Context: an optimization exercise on an open-source flow, tuned for small area and a short achievable clock period. The choices shown serve that exercise and are no tape-out recipe.

==> inputs of wip/garnet <==
Design book_top, start of the top module:
module book_top #(
  parameter int ENTRIES_N = book_cfg_pkg::DEF_ENTRIES_N,
  parameter bit IS_BID = book_cfg_pkg::DEF_IS_BID
) (
  input  logic                     i_clk,
  input  logic                     i_rst_n,
  input  logic                     i_cmd_vld,
  input  book_types_pkg::cmd_t                     i_cmd,
  input  book_types_pkg::key_t                     i_key,
  input  book_types_pkg::volume_t                  i_volume,
  output logic [ENTRIES_N-1:0]     o_vld,
  output book_types_pkg::key_t [ENTRIES_N-1:0]     o_keys,
  output book_types_pkg::volume_t [ENTRIES_N-1:0]  o_volumes,
  output book_types_pkg::listsize_t                o_listsize,
  output logic                     o_notify_vld,
  output book_types_pkg::key_t                     o_notify_key,
  output book_types_pkg::volume_t                  o_notify_volume
);
==> flow/config.mk <==
export PLATFORM = sky130hd
export DESIGN_NAME = book_top
export DESIGN_NICKNAME = book_top
export VERILOG_FILES = /design/flow/design.v
export SDC_FILE = /design/flow/constraint.sdc
export NUM_CORES = 4
export LEC_CHECK = 0
export CAP_MARGIN = 20
export CORE_MARGIN = 2
export CORE_UTILIZATION = 40
export SETUP_SLACK_MARGIN = 2.5
export SLEW_MARGIN = 20
export SYNTH_HIERARCHICAL = 1
export TNS_END_PERCENT = 10
==> flow/constraint.sdc <==
create_clock -name core_clock -period 5.5 [get_ports {i_clk}]
set_input_delay 1.1000 -clock core_clock [delete_from_list [all_inputs] [get_ports {i_clk}]]
set_output_delay 1.1000 -clock core_clock [all_outputs]
set_load 0.01 [all_outputs]
standard.sh (not shown) runs the stock make flow with config.mk's settings and CLKGATE_MAP_FILE= SYNTH_SCRIPT=/design/flow/synth_recipe.tcl, a recipe that flattens the netlist after the stock synthesis.
==> flow/flow/run.sh <==
#!/bin/bash
# Standard layout, with the smallest buffer on every input and output port
set -e
export BUFFER_PORTS_ARGS="-buffer_cell sky130_fd_sc_hd__buf_1"
bash standard.sh > standard.log 2>&1
==> wip/yarrow (differences from wip/garnet) <==
--- a/flow/design.v
+++ b/flow/design.v
@@ -70,27 +70,29 @@
 module book_match_node_n_g (
   input  logic i_g_h_n,
   input  logic i_p_h_n,
   input  logic i_g_l_n,
   output logic o_g
 );
   assign o_g = ~(i_g_h_n & (i_p_h_n | i_g_l_n));
 endmodule
-module book_match_eq2 (
-  input  logic [1:0] i_p_n,
+module book_match_eq (
+  input  logic [3:0] i_p_n,
   output logic       o_eq
 );
   assign o_eq = ~|i_p_n;
 endmodule
 module book_match (
   input  book_types_pkg::key_t i_key_stored,
+  input  book_types_pkg::key_t i_key,
   input  book_types_pkg::key_t i_key_n,
   output logic                 o_gt_n,
-  output logic [1:0]           o_eq8_n
+  output logic                 o_eq_n,
+  output logic                 o_eq
 );
   logic [15:0] g0_n, p0_n;
   logic [7:0]  g1, p1;
   logic [3:0]  g2_n, p2_n;
   logic [1:0]  g3, p3;
   logic        g4_n;
   for (genvar b = 0; b < 16; b++) begin : g_leaf
     book_match_leaf_g u_leaf_g (.i_k(i_key_stored[b]), .i_c_n(i_key_n[b]), .o_g_n(g0_n[b]));
@@ -117,22 +119,22 @@
         .o_g_n(g2_n[j]), .o_p_n(p2_n[j]));
     end
   end
   book_match_node_n_g u_l3_0 (.i_g_h_n(g2_n[1]), .i_p_h_n(p2_n[1]), .i_g_l_n(g2_n[0]), .o_g(g3[0]));
   book_match_node_n u_l3_1 (.i_g_h_n(g2_n[3]), .i_p_h_n(p2_n[3]), .i_g_l_n(g2_n[2]), .i_p_l_n(p2_n[2]),
                             .o_g(g3[1]), .o_p(p3[1]));
   assign p3[0] = 1'b0;
   book_match_node_t_g u_l4 (.i_g_h(g3[1]), .i_p_h(p3[1]), .i_g_l(g3[0]), .o_g_n(g4_n));
-  logic [7:0] eq2;
-  for (genvar q = 0; q < 8; q++) begin : g_eq
-    book_match_eq2 u_eq (.i_p_n(p0_n[2*q +: 2]), .o_eq(eq2[q]));
+  logic [3:0] eq4;
+  for (genvar q = 0; q < 4; q++) begin : g_eq
+    book_match_eq u_eq (.i_p_n(p0_n[4*q +: 4]), .o_eq(eq4[q]));
   end
-  book_g_nand4 u_eq8_0 (.a(eq2[0]), .b(eq2[1]), .c(eq2[2]), .d(eq2[3]), .y(o_eq8_n[0]));
-  book_g_nand4 u_eq8_1 (.a(eq2[4]), .b(eq2[5]), .c(eq2[6]), .d(eq2[7]), .y(o_eq8_n[1]));
+  book_g_nand4 u_eq_n (.a(eq4[0]), .b(eq4[1]), .c(eq4[2]), .d(eq4[3]), .y(o_eq_n));
+  book_g_and4  u_eq   (.a(eq4[0]), .b(eq4[1]), .c(eq4[2]), .d(eq4[3]), .y(o_eq));
   assign o_gt_n = g4_n;
 endmodule
 `default_nettype wire
 `timescale 1ns/1ps
 `default_nettype none
 module book_g_inv (input logic a, output logic y);
   assign y = ~a;
 endmodule
@@ -158,24 +160,16 @@
   assign y = a & b & c & d;
 endmodule
 module book_g_a21oi (input logic a1, input logic a2, input logic b, output logic y);
   assign y = ~((a1 & a2) | b);
 endmodule
 module book_g_a21o (input logic a1, input logic a2, input logic b, output logic y);
   assign y = (a1 & a2) | b;
 endmodule
-module book_g_a221oi (input logic a1, input logic a2, input logic b1, input logic b2, input logic c,
-                      output logic y);
-  assign y = ~((a1 & a2) | (b1 & b2) | c);
-endmodule
-module book_g_a221o (input logic a1, input logic a2, input logic b1, input logic b2, input logic c,
-                     output logic y);
-  assign y = (a1 & a2) | (b1 & b2) | c;
-endmodule
 module book_g_a32o (input logic a1, input logic a2, input logic a3, input logic b1, input logic b2,
                     output logic y);
   assign y = (a1 & a2 & a3) | (b1 & b2);
 endmodule
 `default_nettype wire
 `timescale 1ns/1ps
 `default_nettype none
 module book_entry_mux #(
@@ -227,33 +221,24 @@
   logic add_n, del_n, rep_n;
   assign add_n = ~op_add;
   assign del_n = ~op_del;
   assign rep_n = ~op_rep;
   logic [N-1:0] vld_n;
   assign vld_n = ~o_vld;
   book_types_pkg::key_t key_n;
   assign key_n = ~i_key;
-  logic [N-1:0] dv_n, rv_n;
-  assign dv_n = ~({N{op_del}} & o_vld);
-  assign rv_n = ~({N{op_rep}} & o_vld);
-  logic [N-1:0] rv;
-  assign rv = {N{op_rep}} & o_vld;
-  logic [N-1:0] gt_n, eq, keep, keep_n, dm, r_rep;
-  logic [1:0] eq8_n [N];
+  logic [N-1:0] gt_n, eq_n, eq, keep, keep_n, dm, r_rep;
   for (genvar i = 0; i < N; i++) begin : g_cmp
-    book_match u_cmp (.i_key_stored(o_keys[i]), .i_key_n(key_n),
-                      .o_gt_n(gt_n[i]), .o_eq8_n(eq8_n[i]));
-    book_g_a221oi u_keep   (.a1(gt_n[i]), .a2(eq8_n[i][0]), .b1(gt_n[i]), .b2(eq8_n[i][1]),
-                            .c(vld_n[i]), .y(keep[i]));
-    book_g_a221o  u_keep_n (.a1(gt_n[i]), .a2(eq8_n[i][0]), .b1(gt_n[i]), .b2(eq8_n[i][1]),
-                            .c(vld_n[i]), .y(keep_n[i]));
-    book_g_nor2   u_eq  (.a(eq8_n[i][0]), .b(eq8_n[i][1]), .y(eq[i]));
-    book_g_nor3   u_dm  (.a(dv_n[i]), .b(eq8_n[i][0]), .c(eq8_n[i][1]), .y(dm[i]));
-    book_g_nor3   u_rep (.a(rv_n[i]), .b(eq8_n[i][0]), .c(eq8_n[i][1]), .y(r_rep[i]));
+    book_match u_cmp (.i_key_stored(o_keys[i]), .i_key(i_key), .i_key_n(key_n),
+                      .o_gt_n(gt_n[i]), .o_eq_n(eq_n[i]), .o_eq(eq[i]));
+    book_g_a21oi u_keep   (.a1(gt_n[i]), .a2(eq_n[i]), .b(vld_n[i]), .y(keep[i]));
+    book_g_a21o  u_keep_n (.a1(gt_n[i]), .a2(eq_n[i]), .b(vld_n[i]), .y(keep_n[i]));
+    book_g_nor3  u_dm     (.a(del_n), .b(vld_n[i]), .c(eq_n[i]), .y(dm[i]));
+    book_g_nor3  u_rep    (.a(rep_n), .b(vld_n[i]), .c(eq_n[i]), .y(r_rep[i]));
   end
   logic [N-1:0] pn, sel_dn_k, sel_dn_v;
   logic [3:0] gn;
   for (genvar g = 0; g < 4; g++) begin : g_grp
     book_g_inv  u_p0 (.a(dm[4*g]), .y(pn[4*g]));
     book_g_nor2 u_p1 (.a(dm[4*g]), .b(dm[4*g+1]), .y(pn[4*g+1]));
     book_g_nor3 u_p2 (.a(dm[4*g]), .b(dm[4*g+1]), .c(dm[4*g+2]), .y(pn[4*g+2]));
     book_g_nor4 u_p3 (.a(dm[4*g]), .b(dm[4*g+1]), .c(dm[4*g+2]), .d(dm[4*g+3]), .y(pn[4*g+3]));
@@ -275,16 +260,18 @@
       if (c == 0) begin : g_k
         assign sel_dn_k[i] = s;
       end else begin : g_v
         assign sel_dn_v[i] = s;
       end
     end
   end
   logic [N-1:0] sel_ins, sel_vol, sel_up_k, sel_up_v, mv, hold_k, hold_v;
+  logic [N-1:0] rv;
+  assign rv = {N{op_rep}} & o_vld;
   for (genvar i = 0; i < N; i++) begin : g_sel
     book_g_nor2 u_mv (.a(add_n), .b(keep[i]), .y(mv[i]));
     if (i == 0) begin : g_head
       assign sel_ins[i] = mv[i];
       assign sel_up_k[i] = 1'b0;
       assign sel_up_v[i] = 1'b0;
       assign sel_vol[i] = mv[i] | r_rep[i];
     end else begin : g_rest
@@ -325,24 +312,21 @@
   always_ff @(posedge i_clk or negedge i_rst_n) begin
     if (!i_rst_n) o_vld <= '0;
     else o_vld <= vld_nxt;
   end
   always_ff @(posedge i_clk) begin
     o_keys <= keys_nxt;
     o_volumes <= vols_nxt;
   end
-  book_types_pkg::listsize_t size_inc, size_dec;
-  assign size_inc = o_listsize + 1'b1;
-  assign size_dec = o_listsize - 1'b1;
-  always_ff @(posedge i_clk or negedge i_rst_n) begin
-    if (!i_rst_n) o_listsize <= '0;
-    else if (op_clr) o_listsize <= '0;
-    else if (op_add && !o_vld[N-1]) o_listsize <= size_inc;
-    else if (sel_dn_k[N-1]) o_listsize <= size_dec;
+  always_comb begin
+    o_listsize = '0;
+    for (int i = 0; i < N; i++) begin
+      if (o_vld[i] && ((i == N-1) ? 1'b1 : !o_vld[(i == N-1) ? i : i+1])) o_listsize = book_types_pkg::listsize_t'(i + 1);
+    end
   end
   logic head_change;
   assign head_change = (op_clr && o_vld[0]) || mv[0] || ((op_del || op_rep) && o_vld[0] && eq[0]);
   always_ff @(posedge i_clk or negedge i_rst_n) begin
     if (!i_rst_n) o_notify_vld <= 1'b0;
     else o_notify_vld <= head_change;
   end
   always_ff @(posedge i_clk) begin
Settings changed: SETUP_SLACK_MARGIN 2.5 to 0.5, TNS_END_PERCENT 10 to unset.
==> metrics.md <==
| Metric | Value |
|---|---|
| Share of the final layout cell area in multi-input gates | `0.4890` |
| Arr. time, crit path | `5.18 ns` |
| Number of logic stages on the critical path including buffering | `12` |
| M2 GR Usage | `0.5052` |
| Insertion delay to the later sink of the worst-skew pair | `0.61 ns` |
| Number of filler cells placed in the layout | `7269` |
| Syn Inst Count | `3471` |
| Outcome | `timing/DRC/antenna clean` |
# the run above: wip/yarrow

==> metrics.md <==
| Metric | Value |
|---|---|
| Arr. time, crit path | `3.75 ns` |
| Number of filler cells placed in the layout | `6937` |
| Share of the final layout cell area in multi-input gates | `0.4690` |
| Outcome | `timing/DRC/antenna clean` |
| Syn Inst Count | `3597` |
| M2 GR Usage | `0.5302` |
| Number of logic stages on the critical path including buffering | `17` |
# the run above: wip/garnet

Function was not checked in any run of this note: the RTL went through the layout flow alone.

[port drivers added, routing unchanged]
Ports are ideal in the flow. The routed layouts listed here were re-timed in OpenROAD. Step 1: set_driving_cell puts a clkbuf_16 on i_clk and a buf_2 on each other input, an assumption about the parent block. Step 2 times the ports against the registers' clock, not the clock port: input delays grow and output delays shrink by t, the midpoint of the rising clock arrivals with the driver on. Slacks: ideal ports / drivers / drivers and shift; pairs: ideal ports / drivers.
run	t, ns	setup WS [ns]	worst slew at a driven data input, ns
wip/garnet	0.675	2.234 / 2.274 / 1.599	0.05
wip/yarrow	0.674	0.859 / 0.909 / 0.235	0.04
After both steps every run listed still meets setup and hold. For wip/garnet, which loses most, drivers alone change the setup slack by +0.040 ns; drivers and shift together by -0.635 ns.
